Background: an optimization exercise with open tools, aiming at small area, a short achievable clock period and few clock cycles. Do not read the settings as production practice. Only simulation tests tie the RTL to the original design; equivalence was not proved. Power is estimated from default activity; no workload was simulated.

// cpu_top
module cpu_top (
    input  logic                       clk,
    input  logic                       rst_n,
    input  logic                       run,
    input  logic                       prog_valid,
    input  cpu_pkg::prog_wr_t          prog,
    output logic                       retire_valid,
    output cpu_pkg::retire_t           retire,
    output logic                       awvalid,
    input  logic                       awready,
    output logic [32-1:0] awaddr,
    output logic                       wvalid,
    input  logic                       wready,
    output cpu_pkg::word_t             wdata,
    output logic [1:0]                 wstrb,
    input  logic                       bvalid,
    output logic                       bready
);
Size in the first run: ~18000 cells after synthesis, about 8900 flip-flops, about 330000 sq um of cells after synthesis.
clock: 10.0 ns
lec_check: 0
cap_margin: 20
core_margin: 2
core_utilization: 22
place_density: 0.35
setup_slack_margin: 5
slew_margin: 20
run.sh (not shown) runs the stock make flow with config.mk's settings and CLKGATE_MAP_FILE= SYNTH_SCRIPT=/design/flow/synth_recipe.tcl, a recipe that flattens the netlist after the stock synthesis.
The baseline finished clean.
Testbench counts at the start, summed over its fixed seeds: cycles 20,369.
Next try:
==> flow/flow/run.sh (new file) <==
#!/bin/bash
set -euo pipefail
MARGIN=${MARGIN:-7}
sed -E "s/SETUP_SLACK_MARGIN=[-0-9.]+/SETUP_SLACK_MARGIN=${MARGIN}/" standard.sh > standard_margin.sh
grep -q "SETUP_SLACK_MARGIN=${MARGIN}" standard_margin.sh
bash standard_margin.sh > standard_margin.log 2>&1
==> flow/standard.sh (new file) <==
#!/bin/bash
# synth_recipe.tcl (not shown) runs the flow's synth.tcl, then flattens the netlist and writes it again
# the make line also repeats each setting of config.mk as NAME=value (left out here)
make -C /OpenROAD-flow-scripts/flow DESIGN_CONFIG=/design/flow/config.mk WORK_HOME=/design/flow/orfs CLKGATE_MAP_FILE= SYNTH_SCRIPT=/design/flow/synth_recipe.tcl "${@:-finish}"
CORE_UTILIZATION = 30   (was 22)
CTS_CLUSTER_DIAMETER = 80   (was not set)
CTS_CLUSTER_SIZE = 20   (was not set)
PLACE_DENSITY = 0.45   (was 0.35)
TNS_END_PERCENT = 5   (was not set)
removed: flow/run.sh
=> Via count rises by 3.1%; global-route usage rises by 5.5 points; area after synthesis does not change; power falls by 4.1%; non-clock buffer count rises by 597.
Next try:
CORE_UTILIZATION = 22   (was 30)
CTS_BUF_LIST = sky130_fd_sc_hd__clkbuf_8   (was not set)
CTS_CLUSTER_DIAMETER = 60   (was 80)
CTS_CLUSTER_SIZE = 15   (was 20)
PLACE_DENSITY = 0.35   (was 0.45)
TNS_END_PERCENT = 0   (was 5)
- The new run went through all stages and came out clean
- power goes down by 5.8%
- clock-buffer cell count went up by 93
- wire length rises by 6.3%
Next try:
==> flow/run.sh (new file) <==
#!/bin/bash
# synth_recipe.tcl (not shown) runs the flow's synth.tcl, then flattens the netlist and writes it again
# the make line also repeats each setting of config.mk as NAME=value (left out here)
make -C /OpenROAD-flow-scripts/flow DESIGN_CONFIG=/design/flow/config.mk WORK_HOME=/design/flow/orfs CLKGATE_MAP_FILE= SYNTH_SCRIPT=/design/flow/synth_recipe.tcl finish
CTS_BUF_LIST = not set   (was sky130_fd_sc_hd__clkbuf_8)
CTS_CLUSTER_DIAMETER = 80   (was 60)
CTS_CLUSTER_SIZE = 20   (was 15)
TNS_END_PERCENT = not set   (was 0)
removed: flow/flow/run.sh
removed: flow/standard.sh
- cell area barely changes
- worst hold slack is better by 0.026 ns
- sequential power stays flat
- wire length went down by 2.7%
- synthesized cell count does not change
- fmax went down by 4.3%
- critical path depth went down by 4
Next try:
==> flow/flow/run.sh (new file) <==
#!/bin/bash
set -euo pipefail
MARGIN=${MARGIN:-7}
sed -E "s/SETUP_SLACK_MARGIN=[-0-9.]+/SETUP_SLACK_MARGIN=${MARGIN}/" standard.sh > standard_margin.sh
grep -q "SETUP_SLACK_MARGIN=${MARGIN}" standard_margin.sh
bash standard_margin.sh > standard_margin.log 2>&1
==> flow/standard.sh (new file) <==
#!/bin/bash
# synth_recipe.tcl (not shown) runs the flow's synth.tcl, then flattens the netlist and writes it again
# the make line also repeats each setting of config.mk as NAME=value (left out here)
make -C /OpenROAD-flow-scripts/flow DESIGN_CONFIG=/design/flow/config.mk WORK_HOME=/design/flow/orfs CLKGATE_MAP_FILE= SYNTH_SCRIPT=/design/flow/synth_recipe.tcl "${@:-finish}"
TNS_END_PERCENT = 5   (was not set)
removed: flow/run.sh
Sequential share of layout area fell by 3.2 points.
Via count came out higher by 4.0%.
Global-route usage goes up by 1.5 points.
Non-clock buffer count climbs by 742.
Worst hold slack gets worse by 0.057 ns.
Clock-buffer cell count is higher by 23.
Synthesized area is unchanged.

separate check: timing with driven ports:
Ports are ideal in the flow. The routed layouts listed here were re-timed in OpenROAD.
Step 1 (the two cells are an assumption about what drives the block):
set clk [get_ports {clk}]
set_driving_cell -lib_cell sky130_fd_sc_hd__clkbuf_16 $clk
set_driving_cell -lib_cell sky130_fd_sc_hd__buf_2 [delete_from_list [all_inputs] $clk]
Step 2 moves the port delays by t, midway between the first and last clock arrival at a register: inputs arrive t later, outputs are due t later. That takes back most of the time a late clock gives input paths.
a / b / c = ideal ports / drivers / drivers and shift; a / b = the first two.
run	t, ns	setup WS [ns]	hold WS [ns]	worst slew at a driven data input, ns	cell pins on the clock port's net
the first run	1.374	4.868 / 4.868 / 4.868	0.325 / 0.325 / 0.325	0.25	1
the second run	1.232	5.417 / 5.417 / 5.417	0.315 / 0.315 / 0.315	0.09	1
the third run	1.618	5.161 / 5.161 / 5.161	0.305 / 0.305 / 0.305	0.35	1
the fourth run	1.328	4.941 / 4.941 / 4.941	0.331 / 0.331 / 0.331	0.25	1
the fifth run	1.359	5.312 / 5.312 / 5.312	0.274 / 0.274 / 0.274	0.18	1
After both steps setup and hold are still met in every run listed.
